Source: an optimization exercise on an open RTL-to-GDS flow (aim: small area and few clock cycles). Production flows keep margins and buffers that such runs may drop.
At most, simulation tests tie the RTL to the original design; equivalence was not proved.
Function not checked in run 1: the RTL went through the layout flow alone.
Power and IR drop assume default switching activity.

[design/flow/flow/run.sh]
#!/bin/bash
# Standard ORFS layout (the standard.sh) with these changes:
#  - synthesis is the standard flow's own script, except that abc maps with the
#    area-oriented script flow/abc_area.script instead of ORFS's speed script
#    (registers are mapped before abc, so they are the standard ones);
#  - port buffers use the smallest buffer cell (buf_1);
#  - the clock tree uses clkbuf_4 with small sink clusters and no dummy loads;
#  - constant outputs keep the synthesized tie cells (no tie-per-pin repair).
# Each ORFS step writes its full log under orfs/logs/; make's output goes to
# make_finish.log.
set -euo pipefail
HERE=$(pwd)
{
  echo "proc abc {args} {"
  echo "  set i [lsearch -exact \$args -script]"
  echo "  if {\$i >= 0} { lset args [expr {\$i + 1}] $HERE/flow/abc_area.script }"
  echo "  puts \"abc with script $HERE/flow/abc_area.script\""
  echo "  yosys abc {*}\$args"
  echo "}"
  cat synth_recipe.tcl
} > flow_synth.tcl
bash standard.sh \
  SYNTH_SCRIPT="$HERE/flow_synth.tcl" \
  BUFFER_PORTS_ARGS="-buffer_cell sky130_fd_sc_hd__buf_1" \
  CTS_ARGS="-sink_clustering_enable -repair_clock_nets -dont_use_dummy_load -buf_list sky130_fd_sc_hd__clkbuf_4 -sink_clustering_size 9 -sink_clustering_max_diameter 60 -sink_clustering_buffer sky130_fd_sc_hd__clkbuf_4" \
  SKIP_REPAIR_TIE_FANOUT=1 \
  finish > make_finish.log 2>&1
[design/flow/standard.sh]
#!/bin/bash
# synth_recipe.tcl (not shown) runs the flow's synth.tcl, then flattens the netlist and writes it again
# the make line also repeats each setting of config.mk as NAME=value (left out here)
make -C /OpenROAD-flow-scripts/flow DESIGN_CONFIG=/design/flow/config.mk WORK_HOME=/design/flow/orfs CLKGATE_MAP_FILE= SYNTH_SCRIPT=/design/flow/synth_recipe.tcl "${@:-finish}"
[design/flow/constraint.sdc]
create_clock -name core_clock -period 5.0 [get_ports {ui_clk}]
set_input_delay 1.0000 -clock core_clock [delete_from_list [all_inputs] [get_ports {ui_clk}]]
set_output_delay 1.0000 -clock core_clock [all_outputs]
set_load 0.01 [all_outputs]
[design/flow/flow/abc_area.script]
strash
dc2
balance
rewrite -z
refactor -z
rewrite -z
dch -f
amap
topo
[design/flow/design.v]
`timescale 1ns/1ps
`timescale 1ns/1ps
`default_nettype none
module wdata_reg (
    input  logic         ui_clk,
    input  logic         fire,
    input  logic [255:0] din,
    output logic         wen,
    output logic [255:0] wdata
);
    logic [255:0] held;
    always_ff @(posedge ui_clk) begin
        wen  <= fire;
        held <= din;
    end
    assign wdata = wen ? held : '0;
endmodule
`default_nettype wire
`timescale 1ns/1ps
`default_nettype none
module cmd_decoder (
    input  logic [14:0] p2d_op,
    input  logic [14:0] a2d_op,
    input  logic        cfg_ready,
    input  logic        blk_win,
    output logic        is_cfg,
    output logic        is_win,
    output logic        is_td,
    output logic        p2d_ready
);
    always_comb begin
        is_cfg = (p2d_op == 15'd1);
        is_win = (p2d_op == 15'd4);
        is_td  = (a2d_op == 15'd2);
        if (is_cfg) begin
            p2d_ready = cfg_ready;
        end else if (is_win) begin
            p2d_ready = !blk_win;
        end else begin
            p2d_ready = 1'b1;
        end
    end
endmodule
`default_nettype wire
`timescale 1ns/1ps
`default_nettype none
module config_capture (
    input  logic        ui_clk,
    input  logic        rst,
    input  logic        p2d_valid,
    input  logic        is_cfg,
    input  logic [16:0] p2d_pay,
    input  logic        d2a_ready,
    input  logic        td_fire,
    output logic        cfg_ready,
    output logic        d2a_v,
    output logic [16:0] d2a_pay,
    output logic        seq_full,
    output logic [1:0]  cfg_asic_mode,
    output logic [15:0] cfg_training_epochs,
    output logic [15:0] cfg_inference_epochs,
    output logic [1:0]  cfg_dataset,
    output logic [15:0] cfg_timesteps,
    output logic [15:0] cfg_input_size,
    output logic        cfg_long_streaming,
    output logic        cfg_binary_classifier,
    output logic        cfg_loser_encourage
);
    localparam logic [53:0] CNT_STATES = {6'd59, 6'd61, 6'd62, 6'd31, 6'd15, 6'd7, 6'd3, 6'd1, 6'd0};
    localparam logic [5:0] CNT_FULL = 6'd45;
    logic [5:0]  cfg_cnt;
    logic        cfg_fire;
    logic [15:0] cfg_d;
    logic [8:0]  cfg_ld;
    always_comb begin
        seq_full  = (cfg_cnt == CNT_FULL);
        cfg_ready = !d2a_v || d2a_ready;
        cfg_fire  = p2d_valid && is_cfg && cfg_ready;
        cfg_d = p2d_pay[15:0] & {16{!rst}};
        for (int i = 0; i < 9; i++) begin
            cfg_ld[i] = rst || (cfg_fire && cfg_cnt == CNT_STATES[6*i +: 6]);
        end
    end
    always_ff @(posedge ui_clk) begin
        if (rst) begin
            d2a_v <= 1'b0;
        end else if (cfg_ready) begin
            d2a_v <= cfg_fire;
        end
        if (cfg_ready) begin
            d2a_pay <= p2d_pay;
        end
    end
    always_ff @(posedge ui_clk) begin
        if (rst) begin
            cfg_cnt <= '0;
        end else if (td_fire) begin
            cfg_cnt <= '0;
        end else if (cfg_fire && !seq_full) begin
            cfg_cnt <= {cfg_cnt[4:0], !(cfg_cnt[5] ^ cfg_cnt[4])};
        end
        if (cfg_ld[0]) cfg_asic_mode         <= cfg_d[1:0];
        if (cfg_ld[1]) cfg_training_epochs   <= cfg_d;
        if (cfg_ld[2]) cfg_inference_epochs  <= cfg_d;
        if (cfg_ld[3]) cfg_dataset           <= cfg_d[1:0];
        if (cfg_ld[4]) cfg_timesteps         <= cfg_d;
        if (cfg_ld[5]) cfg_input_size        <= cfg_d;
        if (cfg_ld[6]) cfg_long_streaming    <= cfg_d[0];
        if (cfg_ld[7]) cfg_binary_classifier <= cfg_d[0];
        if (cfg_ld[8]) cfg_loser_encourage   <= cfg_d[0];
    end
endmodule
`default_nettype wire
`timescale 1ns/1ps
`default_nettype none
module dram_writer (
    input  logic        ui_clk,
    input  logic        rst,
    input  logic        win_fire,
    input  logic [15:0] win_pay,
    input  logic        wen,
    output logic [28:0] app_addr,
    output logic        done_hit,
    output logic        prog_hit,
    output logic [13:0] pcnt         
);
    logic [28:0] base;        
    logic [28:0] last;        
    logic        last_ok;     
    logic [1:0]  win_idx;
    logic        fresh;       
    logic [28:3] wa;          
    localparam logic [10:0] PCNT_1249 = 11'd68;
    logic [10:0] pmod;
    logic [28:3] cur;         
    logic [10:0] pcur;        
    logic        pwrap;
    logic [28:0] addr;
    logic [28:3] nxt;         
    logic        match;       
    always_comb begin
        cur      = fresh ? base[28:3] : wa;
        pcur     = fresh ? 11'd0 : pmod;
        pwrap    = (pcur == PCNT_1249);
        addr     = {cur, base[2:0]};
        nxt      = cur + 26'(wen);
        done_hit = wen && last_ok && match;
        prog_hit = wen && pwrap;
        app_addr = wen ? addr : '0;
        pcnt     = wa[16:3] - base[16:3];
    end
    always_ff @(posedge ui_clk) begin
        if (rst) begin
            base    <= '0;
            last    <= '0;
            last_ok <= 1'b1;
            win_idx <= '0;
        end else if (win_fire) begin
            case (win_idx)
                2'd0: base[15:0]  <= win_pay;
                2'd1: base[28:16] <= win_pay[12:0];
                2'd2: last[15:0]  <= win_pay;
                default: begin
                    last[28:16] <= win_pay[12:0];
                    last_ok     <= (win_pay[15:13] == 3'd0);
                end
            endcase
            win_idx <= win_idx + 1'b1;
        end
    end
    always_ff @(posedge ui_clk) begin
        if (rst || win_fire) begin
            fresh <= 1'b1;
        end else if (wen) begin
            fresh <= 1'b0;
        end
        wa    <= nxt;
        match <= ({nxt, base[2:0]} == last);
        if (wen) begin
            pmod <= pwrap ? 11'd0 : {pcur[9:0], !(pcur[10] ^ pcur[8])};
        end
    end
endmodule
`default_nettype wire
`timescale 1ns/1ps
`default_nettype none
module status_arbiter (
    input  logic        ui_clk,
    input  logic        rst,
    input  logic        calib_done,
    input  logic        done_hit,
    input  logic        prog_hit,
    input  logic [13:0] pcnt,
    input  logic        a2d_valid,
    input  logic        is_td,
    input  logic [16:0] a2d_pay,
    input  logic        seq_full,
    input  logic        d2p_ready,
    output logic        a2d_ready,
    output logic        td_fire,
    output logic        blk,
    output logic        blk_win,
    output logic        d2p_v,
    output logic [31:0] d2p_cmd
);
    logic        hit;
    logic        pend_v;      
    logic        pend_done;   
    logic [1:0]  d2p_op;      
    logic [16:0] d2p_pay;
    logic        rdy_sent;
    logic        rdy_due;
    logic        load;
    logic        ev_take;
    logic        done_now;    
    always_comb begin
        hit     = done_hit || prog_hit;
        blk     = pend_v || hit;
        blk_win = pend_v || prog_hit;
        load    = !d2p_v || d2p_ready;
        rdy_due = calib_done && !rdy_sent;
        ev_take  = load && !rdy_due && pend_v;
        done_now = load && !rdy_due && done_hit;
        td_fire  = a2d_valid && is_td && seq_full && load && !rdy_due && !pend_v && !done_hit;
        a2d_ready = is_td ? (seq_full && load && !rdy_due && !pend_v && !done_hit) : 1'b1;
    end
    always_ff @(posedge ui_clk) begin
        if (rst) begin
            pend_v <= 1'b0;
        end else if (hit && !done_now) begin
            pend_v <= 1'b1;
        end else if (ev_take) begin
            pend_v <= 1'b0;
        end
        if (hit) begin
            pend_done <= done_hit;
        end
    end
    always_ff @(posedge ui_clk) begin
        if (rst) begin
            d2p_v    <= 1'b0;
            rdy_sent <= 1'b0;
        end else if (load) begin
            if (rdy_due) begin
                d2p_v    <= 1'b1;
                d2p_op   <= 2'd1;
                d2p_pay  <= '0;
                rdy_sent <= 1'b1;
            end else if (pend_v || done_hit) begin
                d2p_v   <= 1'b1;
                d2p_op  <= (done_hit || pend_done) ? 2'd2 : 2'd3;
                d2p_pay <= (done_hit || pend_done) ? 17'd0 : {pcnt, 3'd0};
            end else if (td_fire) begin
                d2p_v   <= 1'b1;
                d2p_op  <= 2'd0;
                d2p_pay <= a2d_pay;
            end else begin
                d2p_v <= 1'b0;
            end
        end
    end
    assign d2p_cmd = {d2p_pay, 12'd0, d2p_op[1], !(d2p_op == 2'd2), ^d2p_op};
endmodule
`default_nettype wire
`timescale 1ns/1ps
`timescale 1ns/1ps
`default_nettype none
module d_domain (
    input  logic         ui_clk,
    input  logic         rst,
    input  logic         p2d_cmd_valid,
    output logic         p2d_cmd_ready,
    input  logic [31:0]  p2d_cmd,
    input  logic         p2d_data_valid,
    output logic         p2d_data_ready,
    input  logic [255:0] p2d_data,
    input  logic         a2d_cmd_valid,
    output logic         a2d_cmd_ready,
    input  logic [31:0]  a2d_cmd,
    input  logic         calib_done,
    input  logic         app_rdy,
    input  logic         app_wdf_rdy,
    output logic         d2p_cmd_valid,
    input  logic         d2p_cmd_ready,
    output logic [31:0]  d2p_cmd,
    output logic         d2a_cmd_valid,
    input  logic         d2a_cmd_ready,
    output logic [31:0]  d2a_cmd,
    output logic         app_en,
    output logic [2:0]   app_cmd,
    output logic [28:0]  app_addr,
    output logic         app_wdf_wren,
    output logic [255:0] app_wdf_data,
    output logic         app_wdf_end,
    output logic [31:0]  app_wdf_mask,
    output logic [1:0]   cfg_asic_mode,
    output logic [15:0]  cfg_training_epochs,
    output logic [15:0]  cfg_inference_epochs,
    output logic [1:0]   cfg_dataset,
    output logic [15:0]  cfg_timesteps,
    output logic [15:0]  cfg_input_size,
    output logic         cfg_long_streaming,
    output logic         cfg_binary_classifier,
    output logic         cfg_loser_encourage
);
    logic        is_cfg, is_win, is_td;
    logic        cfg_ready;
    logic        seq_full;
    logic        td_fire;
    logic        blk;
    logic        blk_win;
    logic        win_fire;
    logic        wr_fire;
    logic        wen;
    logic        done_hit;
    logic        prog_hit;
    logic [13:0] pcnt;
    logic        d2a_v;
    logic [16:0] d2a_pay;
    cmd_decoder u_dec (
        .p2d_op    (p2d_cmd[14:0]),
        .a2d_op    (a2d_cmd[14:0]),
        .cfg_ready (cfg_ready),
        .blk_win   (blk_win),
        .is_cfg    (is_cfg),
        .is_win    (is_win),
        .is_td     (is_td),
        .p2d_ready (p2d_cmd_ready)
    );
    config_capture u_cfg (
        .ui_clk                (ui_clk),
        .rst                   (rst),
        .p2d_valid             (p2d_cmd_valid),
        .is_cfg                (is_cfg),
        .p2d_pay               (p2d_cmd[31:15]),
        .d2a_ready             (d2a_cmd_ready),
        .td_fire               (td_fire),
        .cfg_ready             (cfg_ready),
        .d2a_v                 (d2a_v),
        .d2a_pay               (d2a_pay),
        .seq_full              (seq_full),
        .cfg_asic_mode         (cfg_asic_mode),
        .cfg_training_epochs   (cfg_training_epochs),
        .cfg_inference_epochs  (cfg_inference_epochs),
        .cfg_dataset           (cfg_dataset),
        .cfg_timesteps         (cfg_timesteps),
        .cfg_input_size        (cfg_input_size),
        .cfg_long_streaming    (cfg_long_streaming),
        .cfg_binary_classifier (cfg_binary_classifier),
        .cfg_loser_encourage   (cfg_loser_encourage)
    );
    always_comb begin
        d2a_cmd_valid  = d2a_v;
        d2a_cmd        = {d2a_pay, 15'd1};
        win_fire       = p2d_cmd_valid && is_win && !blk_win;
        p2d_data_ready = app_rdy && app_wdf_rdy && !blk && !(p2d_cmd_valid && is_win);
        wr_fire        = p2d_data_valid && p2d_data_ready && !rst;
    end
    wdata_reg u_wdata (
        .ui_clk (ui_clk),
        .fire   (wr_fire),
        .din    (p2d_data),
        .wen    (wen),
        .wdata  (app_wdf_data)
    );
    dram_writer u_writer (
        .ui_clk   (ui_clk),
        .rst      (rst),
        .win_fire (win_fire),
        .win_pay  (p2d_cmd[30:15]),
        .wen      (wen),
        .app_addr (app_addr),
        .done_hit (done_hit),
        .prog_hit (prog_hit),
        .pcnt     (pcnt)
    );
    always_comb begin
        app_en       = wen;
        app_cmd      = 3'b000;
        app_wdf_wren = wen;
        app_wdf_end  = wen;
        app_wdf_mask = '0;
    end
    status_arbiter u_status (
        .ui_clk     (ui_clk),
        .rst        (rst),
        .calib_done (calib_done),
        .done_hit   (done_hit),
        .prog_hit   (prog_hit),
        .pcnt       (pcnt),
        .a2d_valid  (a2d_cmd_valid),
        .is_td      (is_td),
        .a2d_pay    (a2d_cmd[31:15]),
        .seq_full   (seq_full),
        .d2p_ready  (d2p_cmd_ready),
        .a2d_ready  (a2d_cmd_ready),
        .td_fire    (td_fire),
        .blk        (blk),
        .blk_win    (blk_win),
        .d2p_v      (d2p_cmd_valid),
        .d2p_cmd    (d2p_cmd)
    );
endmodule
`default_nettype wire
[design/flow/config.mk]
export PLATFORM = sky130hd
export DESIGN_NAME = d_domain
export DESIGN_NICKNAME = d_domain
export VERILOG_FILES = /design/flow/design.v
export SDC_FILE = /design/flow/constraint.sdc
export NUM_CORES = 4
export LEC_CHECK = 0
export CAP_MARGIN = 20
export CORE_AREA = 10 10 310 310
export DIE_AREA = 0 0 320 320
export PLACE_DENSITY = 0.35
export SLEW_MARGIN = 20
==> reports/results.tsv, run 1 <==
stage	metric	value	unit
run_status	status	complete, no violations	
setup_path	CP Launch Point	u_writer.fresh$_SDFFE_PP1P_	
place	pre-CTS setup slack	-0.05410	ns
setup_path	Top Family by Delay on Critical Path	compound AO/OA/AOI/OAI gates	
global_route	global-route wire length before repair	101300	um
route	Avg WL per Cell	21.47	um
global_route	GRT overflow	0	
synth	Commonest cells post-synth	dfxtp_1 (356), nor2b_1 (287), nor2_1 (174), edfxtp_1 (119), clkinv_1 (100)	
clock_network	H-tree depth	3	
global_route	largest net degree at the start of global routing	134	
cells_and_area	share of cells above drive strength 1	0.06298	
synth	Synth top area share	0.4418	
synth	ys async rst share	0	
synth	Post-Syn Area per Cell	11.39	um2
floorplanning	Die Height	320	um
place	port buffer count	730	
route	post-route antenna net violation count	0	
run	# Max-Cap Violations	0	
setup_path	Critical Path RT	5.70	ns
clock_network	CTS tree	yes	
timing	setup TNS	0	ns
cells_and_area	area growth from synthesis to layout	29.04	%
synth	Post-synth EDFFs	119	
clock_network	deepest clock path buffer count	3	
floorplanning	die area	0.1024	mm2
clock_network	clk sinks	475	
route	Vias	13077	
synth	mapped cell area	0.01613	mm2
route	Total Wirelength	72240	um
cells_and_area	filler instances	9948	
setup_path	Top cell by count, worst path	nor2_1	
min_path	Hold Crit Start	p2d_data[7]	
route	DR vias/cell	3.887	
synth	synthesized instance count	1416	
global_route	initial antenna violation count	22	
power	maximum vdd drop	0.0001614	V
timing	actual slew at the worst max-slew pin	0.9080	ns
synth	Synth area leader	dfxtp_1	
setup_path	WP data arrival	5.35	ns
clock_network	Root Buffer	clkbuf_4	
synth	Seq/Total Area, Yosys	0.6633	
setup_path	CP endpoint kind	flip-flop	
route	DRC	0	
setup_path	Slowest Stage Delay on Critical Path	0.39	ns
setup_path	critical path type	flip-flop to flip-flop	
cells_and_area	share of the core filled with cells	0.2345	
synth	Synth Flop Type	dfxtp_1	
synth	Synth Register Bits	475	
floorplanning	area of the core	0.08878	mm2
synth	Ys Warns	6	
setup_path	Worst path slowest cell	dfxtp_4	
timing	fin crit share	0.9306	
setup_path	Bufs and invs on worst path	3	
cells_and_area	final net count	2548	
clock_network	clk latency of the worst-skew pair	0.84	ns
timing	unrepaired setup endpoints after global routing	yes	
floorplanning	Die Width	320	um
timing	fin crit period	4.653	ns
route	1st-iter DRT viols	576	
clock_network	Reg clk slew, reported paths	0.11	ns
setup_path	worst r2r src	u_writer.fresh$_SDFFE_PP1P_	
clock_network	clock buffer count from CTS	70	
synth	top post-synthesis cells by area	dfxtp_1 (44%), edfxtp_1 (22%), nor2b_1 (11%)	
power	P_leak	6.993	nW
timing	endpoints failing setup	0	
floorplanning	# rows	109	
synth	most common cell in the netlist	dfxtp_1	
timing	setup ws final	0.3469	ns
setup_path	CP max FO	4	
setup_path	crit start category	flip-flop	
synth	syn nets	1771	
floorplanning	I/O pins	793	
timing	Max Clock Skew	0.06197	ns
route	Pre-antenna DRT Iters	5	
floorplanning	initial core utilization	0.1817	
global_route	vias in the first global route	14012	
place	Detail Placement HPWL	57460	um
place	RD Place Congestion	0.7878	
synth	Unique masters post-synth	38	
timing	Max Clk Rate	214.9	MHz
power	Cell Pwr Density	322.6	mW/mm2
timing	Hold Vio Cnt, Final	0	
min_path	worst min path class	input port to flip-flop	
timing	slew margin rel.	0.3947	
timing	Max Slew Vio Count	0	
global_route	GRT Total Usage	0.1354	
layout make-up:
type,count,area [um2],area share
well taps,1165,1458,0.07002
inverters,100,387.9,0.01863
multi-input cells,776,4669,0.2243
diodes,8,20.02,0.0009617
repair buffers,770,3053,0.1467
flip-flops and latches,475,10700,0.5142
clock buffers,70,525.5,0.02524
where the power goes:
group          total, mW  internal, mW  switching, mW
Clock               1.99         0.643           1.35
Combinational      0.549         0.201          0.348
Sequential          4.17          4.12         0.0491
per-stage QoR:
stage / hold WS (ns) / std cells / power [mW] / area [um2]
2_1_floorplan: 0.4193 / 1416 / 4.541 / 16140
3_3_place_gp: 0.4807 / 3284 / 4.818 / 20160
3_5_place_dp: 0.4889 / 3284 / 4.817 / 20160
4_1_cts: 0.07438 / 3355 / 6.892 / 20730
5_1_grt: 0.09705 / 3360 / 7.090 / 20810
6_report: 0.2229 / 3364 / 6.715 / 20820
worst reg2reg max path: cells and delay by family (launching register included):
kind | cells | cell delay (ns)
adder cells (fa/ha/maj) | 2 | 0.36
AO/OA/AOI/OAI | 11 | 1.93
AND/OR/NAND/NOR | 12 | 1.59
flip-flops | 1 | 0.39
buffers and inverters | 3 | 0.27
state kept, by name, summed over array words and instances, names as in the netlist, 17 cells and up:
register,flops
u_wdata.held,256
u_writer.base,29
u_writer.last,29
u_writer.wa,26
u_cfg.d2a_pay,17
u_status.d2p_pay,17
routing by layer:
layer  vias to the layer above  part of all wire  GRT usage
met1                      6104              0.36     0.1343
met5                         -           0.00042          0
met2                       567              0.50     0.2417
met4                         6             0.028    0.04217
met3                       138              0.11    0.07110
li1                       6262                 -          -
repair_timing:
item	CTS	global route
hold buffers	0	0
buffers inserted	1	1
gates resized for setup	10	21
pin swaps	8	14
endpoints found under the setup margin	1	1
placed cells by master (no fill, tap or decap), types with 36 or more instances in the layout:
cell type and count:
edfxtp_1 119, clkbuf_4 70, nor2b_1 286, a22oi_1 59
buf_4 38, buf_1 729, clkinv_1 95, nor2_1 168
dfxtp_1 355, a21oi_1 36
worst paths after layout:
kind,end,slack (ns),cells past startpoint
max reg2reg,u_writer.match$_DFF_P_,0.35,28
max,u_writer.match$_DFF_P_,0.35,28
min reg2reg,u_writer.match$_DFF_P_,0.51,1
min,u_wdata.held[7]$_DFF_P_,0.22,1
kinds of logic after synthesis:
kind of cell | Yosys count | synth area share
other | 2 | 0.0004655
flip-flops | 475 | 0.6633
AO/OA/AOI/OAI | 202 | 0.08446
adder cells (fa/ha/maj) | 25 | 0.01985
AND/OR/NAND/NOR | 547 | 0.1785
buffers and inverters | 165 | 0.05351
==> inputs of run 2 (changes only) <==
--- a/design/flow/design.v
+++ b/design/flow/design.v
@@ -10,8 +10,6 @@
 );
-    logic [255:0] held;
     always_ff @(posedge ui_clk) begin
-        wen  <= fire;
-        held <= din;
+        wen   <= fire;
+        wdata <= fire ? din : '0;
     end
-    assign wdata = wen ? held : '0;
 endmodule
--- a/design/flow/config.mk
+++ b/design/flow/config.mk
@@ -7,3 +7,3 @@
 export LEC_CHECK = 0
-export CAP_MARGIN = 20
+export CAP_MARGIN = 5
 export CORE_AREA = 10 10 310 310
@@ -11,2 +11,2 @@
 export PLACE_DENSITY = 0.35
-export SLEW_MARGIN = 20
+export SLEW_MARGIN = 5
==> reports/results.tsv, run 2 <==
stage	metric	value	unit
cells_and_area	share of cells above drive strength 1	0.05316	
power	Cell Pwr Density	321.2	mW/mm2
synth	ys async rst share	0	
cells_and_area	share of the core filled with cells	0.2337	
global_route	largest net degree at the start of global routing	72	
global_route	initial antenna violation count	44	
global_route	GRT overflow	0	
synth	Synth Register Bits	475	
synth	Ys Warns	6	
clock_network	clk sinks	475	
timing	unrepaired setup endpoints after global routing	no	
cells_and_area	most common cell after layout, fill and taps aside	buf_1	
synth	Synth area leader	dfxtp_1	
setup_path	critical path type	flip-flop to flip-flop	
place	placed cell area	0.02013	mm2
cells_and_area	final net count	2539	
cells_and_area	most frequent cells in the layout	buf_1 (729), dfxtp_1 (355), nor2b_1 (284), nor2_1 (165), edfxtp_1 (119)	
synth	most common cell in the netlist	dfxtp_1	
floorplanning	Die Height	320	um
timing	endpoints failing setup	0	
place	pre-CTS setup slack	0.3604	ns
floorplanning	Die Width	320	um
clock_network	H-tree depth	3	
cells_and_area	non-filler instance count after layout	3360	
floorplanning	die area	0.1024	mm2
setup_path	crit start category	flip-flop	
timing	Max Slew Vio Count	0	
timing	slew margin rel.	0.3500	
route	post-route antenna net violation count	0	
setup_path	CP max FO	5	
power	Power Total	6.663	mW
cells_and_area	Multi-input gate area	0.004666	mm2
synth	mapped cell area	0.01614	mm2
clock_network	post-CTS resize count	0	
global_route	vias in the first global route	14135	
synth	Commonest cells post-synth	dfxtp_1 (356), nor2b_1 (284), nor2_1 (167), edfxtp_1 (119), clkinv_1 (101)	
route	DR vias/cell	3.949	
synth	Unique masters post-synth	38	
synth	synthesized instance count	1420	
timing	setup ws final	0.4091	ns
clock_network	post-CTS setup buffer count	0	
cells_and_area	number of flip-flops under the largest register name	256	
cells_and_area	post-route cell area	0.02074	mm2
timing	hold_ws	0.3064	ns
floorplanning	area of the core	0.08878	mm2
place	Detail Placement HPWL	65210	um
synth	Post-Syn Area per Cell	11.36	um2
floorplanning	I/O pins	793	
run_status	status	complete, no violations	
timing	Hold Vio Cnt, Final	0	
clock_network	Root Buffer	clkbuf_4	
synth	Seq/Total Area, Yosys	0.6631	
setup_path	CP endpoint kind	flip-flop	
setup_path	Critical Path RT	5.78	ns
setup_path	WP data arrival	5.37	ns
place	post-placement cell count	3275	
synth	Synth Flop Type	dfxtp_1	
route	DRC	0	
floorplanning	# rows	109	
route	Total Wirelength	79650	um
floorplanning	initial core utilization	0.1818	
route	Avg WL per Cell	23.71	um
power	maximum vdd drop	0.0001512	V
global_route	global-route wire length before repair	108800	um
timing	actual slew at the worst max-slew pin	0.9750	ns
power	P_leak	6.863	nW
timing	setup TNS	0	ns
clock_network	deepest clock path buffer count	3	
timing	fin crit share	0.9182	
synth	Post-synth EDFFs	119	
cells_and_area	area growth from synthesis to layout	28.56	%
clock_network	Reg clk slew, reported paths	0.11	ns
min_path	worst min path class	input port to flip-flop	
global_route	GRT Total Usage	0.1494	
clock_network	clock buffer count from CTS	72	
synth	Synth top area share	0.4417	
synth	syn nets	1775	
place	RD Place Congestion	0.8574	
cells_and_area	filler instances	9891	
route	1st-iter DRT viols	755	
clock_network	CTS tree	yes	
route	Pre-antenna DRT Iters	5	
place	port buffer count	730	
clock_network	clk latency of the worst-skew pair	0.87	ns
timing	fin crit period	4.591	ns
run	# Max-Cap Violations	0	
cells_and_area	FF/Latch Area	0.01070	mm2
synth	top post-synthesis cells by area	dfxtp_1 (44%), edfxtp_1 (22%), nor2b_1 (11%)	
route	Vias	13270	
timing	Max Clk Rate	217.8	MHz
clock_network	cts hold-fix bufs	0	
timing	Max Clock Skew	0.07277	ns
-- run 2: kinds of logic after synthesis --
| logic type | share of synthesized area |
|---|---|
| AND/OR/NAND/NOR | 0.1785 |
| flip-flops | 0.6631 |
| XOR/XNOR | 0.0005429 |
| adder cells (fa/ha/maj) | 0.01985 |
| AO/OA/AOI/OAI | 0.08382 |
| other | 0.0004654 |
| buffers and inverters | 0.05373 |
-- run 2: metal layers --
layer  wire [um]  global-route usage
met2       39370              0.2566
met5          24                   0
met1       27770              0.1538
met3       10510             0.07988
met4        1968             0.05142
-- run 2: final timing paths --
check / depth (start not counted) / slack (ns) / to / from
worst max-delay path: 26 / 0.41 / u_writer.match$_DFF_P_ / u_writer.fresh$_SDFFE_PP1P_
worst min-delay path: 2 / 0.31 / u_wdata.wdata[150]$_SDFF_PN0_ / p2d_data[150]
worst max register to register: 26 / 0.41 / u_writer.match$_DFF_P_ / u_writer.fresh$_SDFFE_PP1P_
worst min register to register: 2 / 0.49 / u_writer.last[28]$_SDFFE_PP0P_ / u_writer.last[28]$_SDFFE_PP0P_
-- run 2: critical path, stage by stage (launching register included) --
cell and delay, ns:
dfxtp_2 0.37, clkinv_2 0.10, nor2_1 0.15, a21oi_2 0.05, ha_2 0.18, ha_1 0.30
nor2_1 0.09, a21oi_1 0.05, a2111oi_1 0.36, o21ai_1 0.13, a21oi_1 0.13, o2111ai_1 0.14
a2111oi_1 0.29, nor4b_2 0.30, o21ai_0 0.13, a21oi_1 0.12, o21ai_0 0.09, a2111oi_0 0.34
nor2b_1 0.18, nand2_1 0.06, a211o_1 0.24, nor2_1 0.10, nand2b_1 0.07, nor2_1 0.09
nand2_1 0.06, a211o_1 0.22, nor4_1 0.16
-- run 2: power breakdown --
group	switching, mW	internal (mW)
registers	0.0383	4.05
clock network	1.36	0.660
logic	0.356	0.196
total	1.76	4.91
-- run 2: area by class of cell --
type                            count  area share
Clock buffer                       72     0.02606
Tap cell                         1165     0.07027
Antenna cell                       13    0.001568
Sequential cell                   475      0.5159
Inverter                          101     0.01834
Multi-Input combinational cell    779      0.2249
Timing Repair Buffer              755      0.1430
Testbench counts of run 2, summed over its fixed seeds: cycles 27,041.
==> inputs of run 3 (changes only) <==
--- a/design/flow/flow/run.sh
+++ b/design/flow/flow/run.sh
@@ -7,3 +7,4 @@
 #  - the clock tree uses clkbuf_4 with small sink clusters and no dummy loads;
-#  - constant outputs keep the synthesized tie cells (no tie-per-pin repair).
+#  - constant outputs keep the synthesized tie cells (no tie-per-pin repair);
+#  - after global routing, cells off the critical paths are sized down (RECOVER_POWER).
 # Each ORFS step writes its full log under orfs/logs/; make's output goes to
@@ -26,2 +27,3 @@
   SKIP_REPAIR_TIE_FANOUT=1 \
+  RECOVER_POWER=100 \
   finish > make_finish.log 2>&1
--- a/design/flow/config.mk
+++ b/design/flow/config.mk
@@ -7,3 +7,3 @@
 export LEC_CHECK = 0
-export CAP_MARGIN = 5
+export CAP_MARGIN = 20
 export CORE_AREA = 10 10 310 310
@@ -11,2 +11,2 @@
 export PLACE_DENSITY = 0.35
-export SLEW_MARGIN = 5
+export SLEW_MARGIN = 20
==> reports/results.tsv, run 3 <==
stage	metric	value	unit
clock_network	clock buffer count from CTS	72	
setup_path	crit start category	flip-flop	
route	Pre-antenna DRT Iters	5	
setup_path	CP endpoint kind	flip-flop	
route	DR vias/cell	3.946	
timing	slew margin rel.	-0.9992	
synth	Synth top area share	0.4417	
route	DRC	0	
clock_network	Root Buffer	clkbuf_4	
setup_path	worst r2r src	u_writer.fresh$_SDFFE_PP1P_	
cells_and_area	share of cells above drive strength 1	0.04537	
synth	Post-Syn Area per Cell	11.36	um2
timing	Hold Vio Cnt, Final	0	
cells_and_area	Multi-input gate area	0.004638	mm2
timing	Max Clk Rate	217.6	MHz
floorplanning	# rows	109	
timing	fin crit period	4.595	ns
min_path	worst hold path stage count	2	
synth	syn nets	1775	
setup_path	reg-to-reg slack, setup	0.40	ns
power	maximum vdd drop	0.0001537	V
synth	mapped cell area	0.01614	mm2
setup_path	critical path type	flip-flop to flip-flop	
place	RD Place Congestion	0.8574	
floorplanning	area of the core	0.08878	mm2
route	Avg WL per Cell	23.68	um
global_route	initial antenna violation count	44	
synth	Unique masters post-synth	38	
synth	synthesized instance count	1420	
timing	Max Slew Vio Count	87	
cells_and_area	share of the core filled with cells	0.2323	
floorplanning	die area	0.1024	mm2
synth	Synth Register Bits	475	
cells_and_area	FF/Latch Area	0.01070	mm2
timing	unrepaired setup endpoints after global routing	no	
setup_path	CP max FO	5	
synth	Commonest cells post-synth	dfxtp_1 (356), nor2b_1 (284), nor2_1 (167), edfxtp_1 (119), clkinv_1 (101)	
timing	actual slew at the worst max-slew pin	2.999	ns
timing	endpoints failing setup	0	
power	Cell Pwr Density	322.7	mW/mm2
floorplanning	initial core utilization	0.1818	
synth	Seq/Total Area, Yosys	0.6631	
min_path	worst min path class	input port to flip-flop	
clock_network	cts hold-fix bufs	0	
setup_path	Critical Path RT	5.78	ns
run	# Max-Cap Violations	3	
place	port buffer count	730	
synth	ys async rst share	0	
synth	top post-synthesis cells by area	dfxtp_1 (44%), edfxtp_1 (22%), nor2b_1 (11%)	
cells_and_area	area growth from synthesis to layout	27.81	%
timing	Max Clock Skew	0.07667	ns
min_path	Hold Crit Start	p2d_data[150]	
route	1st-iter DRT viols	677	
power	P_leak	6.794	nW
cells_and_area	most common cell after layout, fill and taps aside	buf_1	
clock_network	clk latency of the worst-skew pair	0.87	ns
cells_and_area	final net count	2539	
clock_network	Reg clk slew, reported paths	0.11	ns
timing	setup TNS	0	ns
global_route	vias in the first global route	14135	
synth	Post-synth EDFFs	119	
global_route	GRT overflow	0	
floorplanning	Die Height	320	um
route	Vias	13246	
route	post-route antenna net violation count	0	
floorplanning	I/O pins	793	
synth	Synth area leader	dfxtp_1	
setup_path	reg2reg end	u_writer.match$_DFF_P_	
clock_network	clk sinks	475	
clock_network	deepest clock path buffer count	3	
global_route	global-route wire length before repair	108800	um
setup_path	WP data arrival	5.38	ns
timing	fin crit share	0.9190	
route	Total Wirelength	79500	um
min_path	WHS Endpoint	u_wdata.wdata[150]$_SDFF_PN0_	
synth	most common cell in the netlist	dfxtp_1	
place	Detail Placement HPWL	65210	um
global_route	largest net degree at the start of global routing	72	
cells_and_area	filler instances	9906	
synth	Synth Flop Type	dfxtp_1	
clock_network	CTS tree	yes	
setup_path	FF-to-FF path depth	26	
clock_network	H-tree depth	3	
synth	Ys Warns	6	
run_status	Layout Check Fails	capacitance limit, slew limit	
cells_and_area	number of flip-flops under the largest register name	256	
cells_and_area	most frequent cells in the layout	buf_1 (656), dfxtp_1 (355), nor2b_1 (284), nor2_1 (165), edfxtp_1 (119)	
run_status	status	finished with violations	
global_route	GRT Total Usage	0.1494	
floorplanning	Die Width	320	um
## run 3: worst max-delay path, cell delays in order (launching register included)
cell	delay, ns
dfxtp_2	0.38
clkinv_2	0.10
nor2_1	0.15
a21oi_2	0.05
ha_2	0.18
ha_1	0.30
nor2_1	0.10
a21oi_1	0.05
a2111oi_1	0.36
o21ai_1	0.13
a21oi_1	0.13
o2111ai_1	0.14
a2111oi_1	0.29
nor4b_2	0.30
o21ai_0	0.13
a21oi_1	0.12
o21ai_0	0.09
a2111oi_0	0.34
nor2b_1	0.18
nand2_1	0.06
a211o_1	0.24
nor2_1	0.10
nand2b_1	0.07
nor2_1	0.09
nand2_1	0.06
a211o_1	0.22
nor4_1	0.15
## run 3: metal layers
| layer | track usage | routed length [um] | up-vias |
|---|---|---|---|
| li1 | - | - | 6233 |
| met1 | 0.1538 | 28320 | 6237 |
| met2 | 0.2566 | 39560 | 627 |
| met3 | 0.07988 | 9772 | 145 |
| met4 | 0.05142 | 1826 | 4 |
| met5 | 0 | 24 | - |
## run 3: area by class of cell
type	count	share of cell area
Multi-Input combinational cell	779	0.2249
Antenna cell	10	0.001213
Inverter	101	0.01844
Clock buffer	72	0.02621
Sequential cell	475	0.5189
Tap cell	1165	0.07067
Timing Repair Buffer	755	0.1397
## run 3: cell families after synthesis
| group | Yosys count | synth area share |
|---|---|---|
| AO/OA/AOI/OAI | 206 | 0.08382 |
| XOR/XNOR | 1 | 0.0005429 |
| adder cells (fa/ha/maj) | 25 | 0.01985 |
| buffers and inverters | 166 | 0.05373 |
| flip-flops | 475 | 0.6631 |
| other | 2 | 0.0004654 |
| AND/OR/NAND/NOR | 545 | 0.1785 |
## run 3: metrics by stage
step / worst slack, ns / hold slack (ns) / cells / power, mW / instance area [um2]
finish: 0.4048 / 0.3040 / 3357 / 6.655 / 20620
global route: 0.006786 / 0.1924 / 3355 / 7.024 / 20620
CTS: 0.3183 / 0.1429 / 3347 / 6.835 / 20670
detailed placement: 0.3604 / 0.4866 / 3275 / 4.739 / 20130
global placement: 0.1171 / 0.4801 / 3275 / 4.743 / 20130
floorplan: 0.3336 / 0.4193 / 1420 / 4.456 / 16150
## run 3: timing repair
action / CTS / global route
gates resized for setup: 0 / 15
buffers inserted: 0 / 0
endpoints found under the setup margin: 0 / 1
## run 3: where the power goes
| group | internal (mW) | switching (mW) | total [mW] |
|---|---|---|---|
| Combinational | 0.190 | 0.354 | 0.544 |
| Clock | 0.660 | 1.36 | 2.02 |
| Sequential | 4.05 | 0.0380 | 4.09 |
| Total | 4.90 | 1.75 | 6.65 |
## run 3: worst max path at each step
stage	startpoint	endpoint	slack (ns)	cells past startpoint
detailed placement	u_writer.fresh$_SDFFE_PP1P_	u_writer.match$_DFF_P_	0.36	31
floorplan	u_writer.fresh$_SDFFE_PP1P_	u_writer.match$_DFF_P_	0.33	31
CTS	u_writer.fresh$_SDFFE_PP1P_	u_writer.match$_DFF_P_	0.32	26
global placement	u_writer.fresh$_SDFFE_PP1P_	u_writer.match$_DFF_P_	0.12	26
global route	u_writer.fresh$_SDFFE_PP1P_	u_writer.match$_DFF_P_	0.007	26
finish	u_writer.fresh$_SDFFE_PP1P_	u_writer.match$_DFF_P_	0.40	26

## re-timing with driven ports
In the flow no input, the clock included, has a driving cell. The finished layouts below were timed again as built, in two steps. Step 1 assumes that a clkbuf_16 drives the clock port and a buf_2 every other input. Step 2 also shifts input and output timing later by t, the mid clock arrival at the registers, as if the neighbouring blocks saw the same clock. a / b / c = ideal ports / drivers / drivers and shift; a / b = the first two.
| run | t (ns) | slack for setup (ns) | worst register clock-pin slew, ns |
|---|---|---|---|
| run 1 | 0.844 | 0.347 / 0.347 / 0.347 | 0.11 / 0.11 |
| run 2 | 0.891 | 0.409 / 0.409 / 0.409 | 0.11 / 0.11 |
| run 3 | 0.891 | 0.405 / 0.405 / -0.194 | 0.11 / 0.11 |
The setup slack of run 3, which loses most, moves by 0.000 ns with the drivers and by -0.599 ns with both steps.
